This design comes from an exercise in tuning for small area on the open sky130 flow, not from production work.
Function was checked by simulation only, so behaviour that the tests miss may differ from the original.
Power figures rest on the tool's default switching activity, not on a simulated workload. No driver is modelled on the clock port, so clocking that relies on it looks cheaper here than on a real chip.

==> run a: inputs <==
==> flow/design.v <==
module conv_window_gen #(
    parameter int IMG_W = 256,
    parameter int IMG_H = 256,
    parameter int PIX_W = 8
) (
    input  logic               clk,
    input  logic               rst,
    input  logic               go,
    input  logic [PIX_W-1:0]   pix_in,
    input  logic               pix_valid,
    output logic               pix_ready,
    output logic [9*PIX_W-1:0] win_out,
    output logic               win_valid,
    input  logic               win_ready,
    output logic               busy,
    output logic               done
);
    localparam int CW = $clog2(IMG_W);
    localparam int RW = $clog2(IMG_H);
    localparam int N  = 2 * IMG_W + 3;
    logic             drain;
    logic [CW-1:0]    col;
    logic [RW-1:0]    row;
    logic [PIX_W-1:0] chain [N];
    logic             pix_acc;
    logic             win_hs;
    logic             last_col;
    logic             last_row;
    assign pix_ready = busy && !drain && (!win_valid || win_ready);
    assign pix_acc   = pix_valid && pix_ready;
    assign win_hs    = win_valid && win_ready;
    assign last_col  = (col == CW'(IMG_W - 1));
    assign last_row  = (row == RW'(IMG_H - 1));
    always_ff @(posedge clk) begin
        if (pix_acc) begin
            chain[0] <= pix_in;
            for (int k = 1; k < N; k++) chain[k] <= chain[k-1];
        end
    end
    always_comb begin
        for (int c = 0; c < 3; c++) begin
            win_out[PIX_W*(6+c) +: PIX_W] = chain[2 - c];
            win_out[PIX_W*(3+c) +: PIX_W] = chain[IMG_W + 2 - c];
            win_out[PIX_W*(0+c) +: PIX_W] = chain[2*IMG_W + 2 - c];
        end
    end
    always_ff @(posedge clk) begin
        if (!busy) begin
            col <= '0;
            row <= '0;
        end else if (pix_acc) begin
            col <= col + CW'(1);
            if (last_col) row <= row + RW'(1);
        end
    end
    always_ff @(posedge clk or posedge rst) begin
        if (rst) begin
            win_valid <= 1'b0;
            busy      <= 1'b0;
            drain     <= 1'b0;
            done      <= 1'b0;
        end else begin
            done <= 1'b0;
            if (!busy) begin
                if (go && !done) busy <= 1'b1;
            end else if (!drain) begin
                if (pix_acc) begin
                    win_valid <= (row >= RW'(2)) && (col >= CW'(2));
                    if (last_col && last_row) drain <= 1'b1;
                end else if (win_hs) begin
                    win_valid <= 1'b0;
                end
            end else if (win_hs) begin
                win_valid <= 1'b0;
                busy      <= 1'b0;
                drain     <= 1'b0;
                done      <= 1'b1;
            end
        end
    end
endmodule
==> flow/run.sh <==
#!/bin/bash
# synth_recipe.tcl (not shown) runs the flow's synth.tcl, then flattens the netlist and writes it again
# the make line also repeats each setting of config.mk as NAME=value (left out here)
make -C /OpenROAD-flow-scripts/flow DESIGN_CONFIG=/design/flow/config.mk WORK_HOME=/design/flow/orfs CLKGATE_MAP_FILE= SYNTH_SCRIPT=/design/flow/synth_recipe.tcl finish
==> flow/config.mk <==
export PLATFORM = sky130hd
export DESIGN_NAME = conv_window_gen
export DESIGN_NICKNAME = conv_window_gen
export VERILOG_FILES = /design/flow/design.v
export SDC_FILE = /design/flow/constraint.sdc
export NUM_CORES = 4
export LEC_CHECK = 0
export CAP_MARGIN = 20
export CORE_MARGIN = 2
export CORE_UTILIZATION = 70
export CTS_BUF_LIST = sky130_fd_sc_hd__clkbuf_8
export CTS_CLUSTER_DIAMETER = 60
export CTS_CLUSTER_SIZE = 22
export SLEW_MARGIN = 20
==> flow/constraint.sdc <==
create_clock -name core_clock -period 10.0 [get_ports {clk}]
set_input_delay 2.0000 -clock core_clock [delete_from_list [all_inputs] [get_ports {clk}]]
set_output_delay 2.0000 -clock core_clock [all_outputs]
set_load 0.01 [all_outputs]
==> inputs of run b, as changes to run a <==
--- a/flow/config.mk
+++ b/flow/config.mk
@@ -10,5 +10,2 @@
 export CORE_UTILIZATION = 70
-export CTS_BUF_LIST = sky130_fd_sc_hd__clkbuf_8
-export CTS_CLUSTER_DIAMETER = 60
-export CTS_CLUSTER_SIZE = 22
 export SLEW_MARGIN = 20
==> inputs of run c, as changes to run a <==
--- a/flow/config.mk
+++ b/flow/config.mk
@@ -11,4 +11,4 @@
 export CTS_BUF_LIST = sky130_fd_sc_hd__clkbuf_8
-export CTS_CLUSTER_DIAMETER = 60
-export CTS_CLUSTER_SIZE = 22
+export CTS_CLUSTER_DIAMETER = 50
+export CTS_CLUSTER_SIZE = 18
 export SLEW_MARGIN = 20
==> inputs of run d, as changes to run a <==
==> flow/flow/run.sh (new file) <==
#!/bin/bash
# Standard layout (the standard.sh, standard synthesis unchanged) with CTS
# tuned for area: small clock buffers, no dummy loads, and port buffers of the
# smallest buffer cell.
set -euo pipefail
cd "$(dirname "$0")/.."
source flow/knobs.sh
cat >> config.mk <<EOC
export CTS_ARGS = -sink_clustering_enable -repair_clock_nets -dont_use_dummy_load -sink_clustering_size $CTS_SIZE -sink_clustering_max_diameter $CTS_DIAM -buf_list $CTS_BUFS
export BUFFER_PORTS_ARGS = -buffer_cell sky130_fd_sc_hd__buf_1
EOC
bash standard.sh finish > flow_make.log 2>&1
==> flow/flow/knobs.sh (new file) <==
CTS_SIZE=36
CTS_DIAM=80
CTS_BUFS=sky130_fd_sc_hd__clkbuf_16
==> flow/standard.sh (new file) <==
#!/bin/bash
# synth_recipe.tcl (not shown) runs the flow's synth.tcl, then flattens the netlist and writes it again
# the make line also repeats each setting of config.mk as NAME=value (left out here)
make -C /OpenROAD-flow-scripts/flow DESIGN_CONFIG=/design/flow/config.mk WORK_HOME=/design/flow/orfs CLKGATE_MAP_FILE= SYNTH_SCRIPT=/design/flow/synth_recipe.tcl "${@:-finish}"
--- a/flow/config.mk
+++ b/flow/config.mk
@@ -10,5 +10,4 @@
 export CORE_UTILIZATION = 70
-export CTS_BUF_LIST = sky130_fd_sc_hd__clkbuf_8
-export CTS_CLUSTER_DIAMETER = 60
-export CTS_CLUSTER_SIZE = 22
 export SLEW_MARGIN = 20
+export CTS_ARGS = -sink_clustering_enable -repair_clock_nets -dont_use_dummy_load -sink_clustering_size 36 -sink_clustering_max_diameter 80 -buf_list sky130_fd_sc_hd__clkbuf_16
+export BUFFER_PORTS_ARGS = -buffer_cell sky130_fd_sc_hd__buf_1
removed: flow/run.sh
==> notes <==
- Cell area: run b > run c > run a > run d.
- Synthesized area is the same in run a and run d.
- Sequential share of layout area: run a is higher than run b (5.6 points).
- Of run a and run c, run c has the higher clock-buffer cell count (gap 76).
- Critical path depth is the same in run c and run b.
- In synthesized cell count, run d and run a do not differ.
- Of run a and run c, run c has the higher via count (gap about 1.7%, measured against run c).
- The highest first-iteration DRC count belongs to run d, the lowest to run a.

* * *

==> inputs of 03-25 <==
RTL: the design.v shown in full above, as it stands there.
Settings: LEC_CHECK=0, CAP_MARGIN=20, CORE_MARGIN=2, CORE_UTILIZATION=70, SLEW_MARGIN=20, CTS_ARGS=-sink_clustering_enable -repair_clock_nets -dont_use_dummy_load -sink_clustering_size 30 -sink_clustering_max_diameter 60 -buf_list sky130_fd_sc_hd__clkbuf_16, BUFFER_PORTS_ARGS=-buffer_cell sky130_fd_sc_hd__buf_1; clock period 10.0 ns.
standard.sh (not shown) runs the stock make flow with config.mk's settings and CLKGATE_MAP_FILE= SYNTH_SCRIPT=/design/flow/synth_recipe.tcl, a recipe that flattens the netlist after the stock synthesis.
==> flow/flow/run.sh <==
#!/bin/bash
# Standard layout (the standard.sh, standard synthesis unchanged) with CTS
# tuned for area: small clock buffers, no dummy loads, and port buffers of the
# smallest buffer cell.
set -euo pipefail
cd "$(dirname "$0")/.."
source flow/knobs.sh
cat >> config.mk <<EOC
export CTS_ARGS = -sink_clustering_enable -repair_clock_nets -dont_use_dummy_load -sink_clustering_size $CTS_SIZE -sink_clustering_max_diameter $CTS_DIAM -buf_list $CTS_BUFS
export BUFFER_PORTS_ARGS = -buffer_cell sky130_fd_sc_hd__buf_1
EOC
bash standard.sh finish > flow_make.log 2>&1
==> flow/flow/knobs.sh <==
CTS_SIZE=30
CTS_DIAM=60
CTS_BUFS=sky130_fd_sc_hd__clkbuf_16
==> 10-21: changes against 03-25 <==
==> flow/design.v (replaced) <==
module conv_window_gen #(
    parameter int IMG_W = 256,
    parameter int IMG_H = 256,
    parameter int PIX_W = 8
) (
    input  logic               clk,
    input  logic               rst,
    input  logic               go,
    input  logic [PIX_W-1:0]   pix_in,
    input  logic               pix_valid,
    output logic               pix_ready,
    output logic [9*PIX_W-1:0] win_out,
    output logic               win_valid,
    input  logic               win_ready,
    output logic               busy,
    output logic               done
);
    localparam int CW = $clog2(IMG_W);
    localparam int RW = $clog2(IMG_H);
    typedef enum logic [1:0] {IDLE, RUN, DRAIN, DONE} state_t;
    state_t           state;
    logic [CW-1:0]    col;
    logic [RW-1:0]    row;
    logic [PIX_W-1:0] lb0 [IMG_W];
    logic [PIX_W-1:0] lb1 [IMG_W];
    logic             pix_acc;
    logic             last_col;
    logic             last_row;
    logic             win_hs;
    logic [9*PIX_W-1:0] win_shift;
    assign pix_ready = (state == RUN) && (!win_valid || win_ready);
    assign pix_acc   = pix_valid && pix_ready;
    assign win_hs    = win_valid && win_ready;
    assign last_col  = (col == CW'(IMG_W - 1));
    assign last_row  = (row == RW'(IMG_H - 1));
    always_comb begin
        win_shift = '0;
        for (int r = 0; r < 3; r++) begin
            for (int c = 0; c < 2; c++) begin
                win_shift[PIX_W*(3*r+c) +: PIX_W] = win_out[PIX_W*(3*r+c+1) +: PIX_W];
            end
        end
        win_shift[PIX_W*2 +: PIX_W] = lb1[col];
        win_shift[PIX_W*5 +: PIX_W] = lb0[col];
        win_shift[PIX_W*8 +: PIX_W] = pix_in;
    end
    always_ff @(posedge clk) begin
        if (pix_acc) begin
            lb1[col] <= lb0[col];
            lb0[col] <= pix_in;
        end
    end
    always_ff @(posedge clk or posedge rst) begin
        if (rst) begin
            state     <= IDLE;
            col       <= '0;
            row       <= '0;
            win_out   <= '0;
            win_valid <= 1'b0;
            busy      <= 1'b0;
            done      <= 1'b0;
        end else begin
            case (state)
                IDLE: begin
                    if (go) begin
                        state <= RUN;
                        col   <= '0;
                        row   <= '0;
                        busy  <= 1'b1;
                    end
                end
                RUN: begin
                    if (pix_acc) begin
                        win_out   <= win_shift;
                        win_valid <= (row >= RW'(2)) && (col >= CW'(2));
                        if (last_col) begin
                            col <= '0;
                            if (last_row) begin
                                row   <= '0;
                                state <= DRAIN;
                            end else begin
                                row <= row + RW'(1);
                            end
                        end else begin
                            col <= col + CW'(1);
                        end
                    end else if (win_hs) begin
                        win_valid <= 1'b0;
                    end
                end
                DRAIN: begin
                    if (win_hs) begin
                        win_valid <= 1'b0;
                        busy      <= 1'b0;
                        done      <= 1'b1;
                        state     <= DONE;
                    end
                end
                DONE: begin
                    done  <= 1'b0;
                    state <= IDLE;
                end
                default: state <= IDLE;
            endcase
        end
    end
endmodule
==> flow/run.sh (new file) <==
#!/bin/bash
# synth_recipe.tcl (not shown) runs the flow's synth.tcl, then flattens the netlist and writes it again
# the make line also repeats each setting of config.mk as NAME=value (left out here)
make -C /OpenROAD-flow-scripts/flow DESIGN_CONFIG=/design/flow/config.mk WORK_HOME=/design/flow/orfs CLKGATE_MAP_FILE= SYNTH_SCRIPT=/design/flow/synth_recipe.tcl finish
BUFFER_PORTS_ARGS = unset   (was -buffer_cell sky130_fd_sc_hd__buf_1)
CORE_UTILIZATION = 40   (was 70)
CTS_ARGS = unset   (was -sink_clustering_enable -repair_clock_nets -dont_use_dummy_load -sink_clustering_size 30 -sink_clustering_max_diameter 60 -buf_list sky130_fd_sc_hd__clkbuf_16)
removed: flow/flow/run.sh
removed: flow/flow/knobs.sh
removed: flow/standard.sh
==> comparison table <==
quantity                                                        10-21          03-25
Status                                       timing/DRC/antenna clean  timing/DRC/antenna clean
Fraction of the mapped netlist area in simple logic gates       2.96%         0.230%
Post-synthesis sequential area ratio                            77.2%          99.5%
Layout Utilization                                              45.8%          75.5%
Portion of the layout cell area used by clock cells             7.36%          3.51%
Top Usage Layer GRT                                              met2           met1
Wirelength, routed                                         473,000 um     126,000 um
Fraction of layout cells with a size suffix above 1             24.0%          5.02%
Reg clk slew, reported paths                                  0.06 ns        0.10 ns
Delay of the slowest cell on the worst path                   1.12 ns        0.16 ns
Switching power share of the total                              32.1%          18.5%
Met1 WL                                                    183,000 um      68,800 um
Synthesized-area fraction occupied by xor and xnor cells      0.0162%        0.0140%
Syn nets                                                        7,794          4,249
Global-route wire length before repair                     657,000 um     197,000 um
Achievable Freq                                               152 MHz        219 MHz
Maximum number of buffers from clock root to sink                   4              3
Capture endpoint of the worst hold path                    win_out[6]  chain[261][3]
Depth of the worst register-to-register path                       11              5
Power dissipated in the clock network                         15.6 mW        7.83 mW
P_leak                                                        58.1 nW        30.9 nW
DIE HEIGHT                                                     641 um         426 um
Top layer reached by signal wires                                met5           met4
Post-Place Cells                                               13,200          6,693

* * *

==> job 8471 <==
Starting RTL as in the previous note.
==> module conv_window_gen, before the edit <==
module conv_window_gen #(
    parameter int IMG_W = 256,
    parameter int IMG_H = 256,
    parameter int PIX_W = 8
) (
    input  logic               clk,
    input  logic               rst,
    input  logic               go,
    input  logic [PIX_W-1:0]   pix_in,
    input  logic               pix_valid,
    output logic               pix_ready,
    output logic [9*PIX_W-1:0] win_out,
    output logic               win_valid,
    input  logic               win_ready,
    output logic               busy,
    output logic               done
);
    localparam int CW = $clog2(IMG_W);
    localparam int RW = $clog2(IMG_H);
    localparam int N  = 2 * IMG_W + 3;
    logic             drain;
    logic [CW-1:0]    col;
    logic [RW-1:0]    row;
    logic [PIX_W-1:0] chain [N];
    logic             pix_acc;
    logic             win_hs;
    logic             last_col;
    logic             last_row;
    assign pix_ready = busy && !drain && (!win_valid || win_ready);
    assign pix_acc   = pix_valid && pix_ready;
    assign win_hs    = win_valid && win_ready;
    assign last_col  = (col == CW'(IMG_W - 1));
    assign last_row  = (row == RW'(IMG_H - 1));
    always_ff @(posedge clk) begin
        if (pix_acc) begin
            chain[0] <= pix_in;
            for (int k = 1; k < N; k++) chain[k] <= chain[k-1];
        end
    end
    always_comb begin
        for (int c = 0; c < 3; c++) begin
            win_out[PIX_W*(6+c) +: PIX_W] = chain[2 - c];
            win_out[PIX_W*(3+c) +: PIX_W] = chain[IMG_W + 2 - c];
            win_out[PIX_W*(0+c) +: PIX_W] = chain[2*IMG_W + 2 - c];
        end
    end
    always_ff @(posedge clk) begin
        if (!busy) begin
            col <= '0;
            row <= '0;
        end else if (pix_acc) begin
            col <= col + CW'(1);
            if (last_col) row <= row + RW'(1);
        end
    end
    always_ff @(posedge clk or posedge rst) begin
        if (rst) begin
            win_valid <= 1'b0;
            busy      <= 1'b0;
            drain     <= 1'b0;
            done      <= 1'b0;
        end else begin
            done <= 1'b0;
            if (!busy) begin
                if (go && !done) busy <= 1'b1;
            end else if (!drain) begin
                if (pix_acc) begin
                    win_valid <= (row >= RW'(2)) && (col >= CW'(2));
                    if (last_col && last_row) drain <= 1'b1;
                end else if (win_hs) begin
                    win_valid <= 1'b0;
                end
            end else if (win_hs) begin
                win_valid <= 1'b0;
                busy      <= 1'b0;
                drain     <= 1'b0;
                done      <= 1'b1;
            end
        end
    end
endmodule
Settings: LEC_CHECK=0, ABC_AREA=1, CAP_MARGIN=0, CORE_MARGIN=2, CORE_UTILIZATION=70, SLEW_MARGIN=0, CTS_ARGS=-sink_clustering_enable -repair_clock_nets -dont_use_dummy_load -sink_clustering_size 20 -sink_clustering_max_diameter 60 -buf_list sky130_fd_sc_hd__clkbuf_8, BUFFER_PORTS_ARGS=-buffer_cell sky130_fd_sc_hd__buf_1; clock period 10.0 ns.
==> flow/flow/run.sh <==
#!/bin/bash
# Standard layout (the standard.sh, standard synthesis unchanged) with CTS
# tuned for area: small clock buffers, no dummy loads, and port buffers of the
# smallest buffer cell.
set -euo pipefail
cd "$(dirname "$0")/.."
source flow/knobs.sh
cat >> config.mk <<EOC
export CTS_ARGS = -sink_clustering_enable -repair_clock_nets -dont_use_dummy_load -sink_clustering_size $CTS_SIZE -sink_clustering_max_diameter $CTS_DIAM -buf_list $CTS_BUFS
export BUFFER_PORTS_ARGS = -buffer_cell sky130_fd_sc_hd__buf_1
EOC
bash standard.sh finish > flow_make.log 2>&1
==> flow/flow/knobs.sh <==
CTS_SIZE=20
CTS_DIAM=60
CTS_BUFS=sky130_fd_sc_hd__clkbuf_8
==> inputs of job 7246, as changes to job 8471 <==
- ABC_AREA: 1 -> not set
- CAP_MARGIN: 0 -> 20
- SLEW_MARGIN: 0 -> 20
==> inputs of job 9635, as changes to job 8471 <==
==> flow/design.v, changed modules only <==
module conv_window_gen #(
    parameter int IMG_W = 256,
    parameter int IMG_H = 256,
    parameter int PIX_W = 8
) (
    input  logic               clk,
    input  logic               rst,
    input  logic               go,
    input  logic [PIX_W-1:0]   pix_in,
    input  logic               pix_valid,
    output logic               pix_ready,
    output logic [9*PIX_W-1:0] win_out,
    output logic               win_valid,
    input  logic               win_ready,
    output logic               busy,
    output logic               done
);
    localparam int CW = $clog2(IMG_W);
    localparam int RW = $clog2(IMG_H);
    localparam int N  = 2 * IMG_W + 3;
    logic             drain;
    logic             norun;
    logic [CW-1:0]    col;
    logic [RW-1:0]    row;
    logic [PIX_W-1:0] chain [N];
    logic             pix_acc;
    logic             pix_hold;
    logic             win_hs;
    logic             stall;
    logic             last_col;
    logic             last_row;
    assign stall     = win_valid && !win_ready;
    assign pix_ready = busy && !drain && !stall;
    assign pix_acc   = pix_valid && pix_ready;
    assign pix_hold  = !pix_valid || norun || stall;
    assign win_hs    = win_valid && win_ready;
    assign last_col  = (col == CW'(IMG_W - 1));
    assign last_row  = (row == RW'(IMG_H - 1));
    always_ff @(posedge clk) begin
        chain[0] <= ({PIX_W{pix_acc}} & pix_in) | ({PIX_W{pix_hold}} & chain[0]);
        for (int k = 1; k < N; k++)
            chain[k] <= ({PIX_W{pix_acc}} & chain[k-1]) | ({PIX_W{pix_hold}} & chain[k]);
    end
    always_comb begin
        for (int c = 0; c < 3; c++) begin
            win_out[PIX_W*(6+c) +: PIX_W] = chain[2 - c];
            win_out[PIX_W*(3+c) +: PIX_W] = chain[IMG_W + 2 - c];
            win_out[PIX_W*(0+c) +: PIX_W] = chain[2*IMG_W + 2 - c];
        end
    end
    always_ff @(posedge clk) begin
        if (!busy) begin
            col <= '0;
            row <= '0;
        end else if (pix_acc) begin
            col <= col + CW'(1);
            if (last_col) row <= row + RW'(1);
        end
    end
    always_ff @(posedge clk or posedge rst) begin
        if (rst) begin
            win_valid <= 1'b0;
            busy      <= 1'b0;
            drain     <= 1'b0;
            norun     <= 1'b1;
            done      <= 1'b0;
        end else begin
            done <= 1'b0;
            if (!busy) begin
                if (go && !done) begin
                    busy  <= 1'b1;
                    norun <= 1'b0;
                end
            end else if (!drain) begin
                if (pix_acc) begin
                    win_valid <= (row >= RW'(2)) && (col >= CW'(2));
                    if (last_col && last_row) begin
                        drain <= 1'b1;
                        norun <= 1'b1;
                    end
                end else if (win_hs) begin
                    win_valid <= 1'b0;
                end
            end else if (win_hs) begin
                win_valid <= 1'b0;
                busy      <= 1'b0;
                drain     <= 1'b0;
                done      <= 1'b1;
            end
        end
    end
endmodule
==> flow/flow/knobs.sh (replaced) <==
CTS_SIZE=21
CTS_DIAM=60
CTS_BUFS=sky130_fd_sc_hd__clkbuf_8
- ABC_AREA: 1 -> not set
- CAP_MARGIN: 0 -> 20
- CTS_ARGS: -sink_clustering_enable -repair_clock_nets -dont_use_dummy_load -sink_clustering_size 20 -sink_clustering_max_diameter 60 -buf_list sky130_fd_sc_hd__clkbuf_8 -> -sink_clustering_enable -repair_clock_nets -dont_use_dummy_load -sink_clustering_size 21 -sink_clustering_max_diameter 60 -buf_list sky130_fd_sc_hd__clkbuf_8
- SLEW_MARGIN: 0 -> 20
==> inputs of job 7812, as changes to job 8471 <==
==> flow/flow/knobs.sh (replaced) <==
CTS_SIZE=18
CTS_DIAM=50
CTS_BUFS=sky130_fd_sc_hd__clkbuf_8
- ABC_AREA: 1 -> not set
- CAP_MARGIN: 0 -> 20
- CTS_ARGS: -sink_clustering_enable -repair_clock_nets -dont_use_dummy_load -sink_clustering_size 20 -sink_clustering_max_diameter 60 -buf_list sky130_fd_sc_hd__clkbuf_8 -> -sink_clustering_enable -repair_clock_nets -dont_use_dummy_load -sink_clustering_size 18 -sink_clustering_max_diameter 50 -buf_list sky130_fd_sc_hd__clkbuf_8
- SLEW_MARGIN: 0 -> 20
==> flow_metrics.env <==
export IMPL_status="complete, no violations"
export IMPL_r2r_setup_slack_ns=6.09
export IMPL_crit_slowest_cell="nand2b_4"
export IMPL_min_from="chain[320][1]$_DFFE_PP_"
export IMPL_critical_path_top_delay_family="simple AND/OR/NAND/NOR gates"
export IMPL_wl_per_cell_um=18.1
# the run above: job 7246

==> flow_metrics.env <==
export IMPL_min_from="chain[157][5]$_DFFE_PP_"
export IMPL_wl_per_cell_um=18.3
export IMPL_r2r_setup_slack_ns=5.88
export IMPL_status="complete, no violations"
export IMPL_crit_slowest_cell="buf_1"
# the run above: job 8471

==> flow_metrics.env <==
export IMPL_status="complete, no violations"
export IMPL_critical_path_top_delay_family="simple AND/OR/NAND/NOR gates"
export IMPL_wl_per_cell_um=16.0
export IMPL_crit_slowest_cell="nand2b_1"
export IMPL_grt_use_met2=0.293
export IMPL_min_from="chain[31][2]$_DFF_P_"
# the run above: job 9635

==> flow_metrics.env <==
export IMPL_status="complete, no violations"
export IMPL_htreeDepth=5
export IMPL_min_from="chain[80][7]$_DFFE_PP_"
export IMPL_critical_path_top_delay_family="simple AND/OR/NAND/NOR gates"
export IMPL_seq_cell_share=0.937
export IMPL_top_layer_used="met4"
export IMPL_hold_viol_final=0
export IMPL_crit_slowest_cell="nand2b_4"
# the run above: job 7812

## static timing again, ports no longer ideal
Ports are ideal in the flow. The routed layouts listed here were re-timed in OpenROAD. Step 1: set_driving_cell puts a clkbuf_16 on clk and a buf_2 on each other input, an assumption about the parent block. Step 2 moves the port delays by t, midway between the first and last clock arrival at a register: inputs arrive t later, outputs are due t later. That takes back most of the time a late clock gives input paths. Three values: no drivers, after step 1, after step 2; two values: the first two.
| run | t, ns | setup slack, ns | hold slack, ns | clock arrival spread, ns |
|---|---|---|---|---|
| run a | 1.038 | 4.676 / 4.653 / 4.413 | 0.409 / 0.409 / 0.409 | 0.043 / 0.043 |
| run b | 1.005 | 4.685 / 4.661 / 4.400 | 0.402 / 0.402 / 0.402 | 0.044 / 0.044 |
| run c | 1.107 | 4.685 / 4.662 / 4.420 | 0.400 / 0.400 / 0.400 | 0.032 / 0.032 |
| run d | 0.873 | 5.445 / 5.422 / 4.844 | 0.375 / 0.375 / 0.375 | 0.050 / 0.050 |
| 03-25 | 0.884 | 5.442 / 5.420 / 4.847 | 0.381 / 0.381 / 0.381 | 0.048 / 0.048 |
| 10-21 | 1.090 | 3.428 / 3.428 / 3.428 | 0.471 / 0.471 / 0.471 | 0.085 / 0.084 |
| job 8471 | 1.024 | 5.463 / 5.441 / 4.619 | 0.382 / 0.382 / 0.382 | 0.054 / 0.054 |
| job 7246 | 1.022 | 5.443 / 5.421 / 4.849 | 0.392 / 0.392 / 0.392 | 0.049 / 0.048 |
| job 9635 | 1.047 | 5.288 / 5.264 / 4.723 | 0.405 / 0.405 / 0.405 | 0.064 / 0.064 |
| job 7812 | 1.074 | 5.445 / 5.423 / 4.849 | 0.372 / 0.372 / 0.372 | 0.066 / 0.066 |
After both steps setup and hold are still met in every run listed. The setup slack of job 8471, which loses most, moves by -0.022 ns with the drivers and by -0.844 ns with both steps.
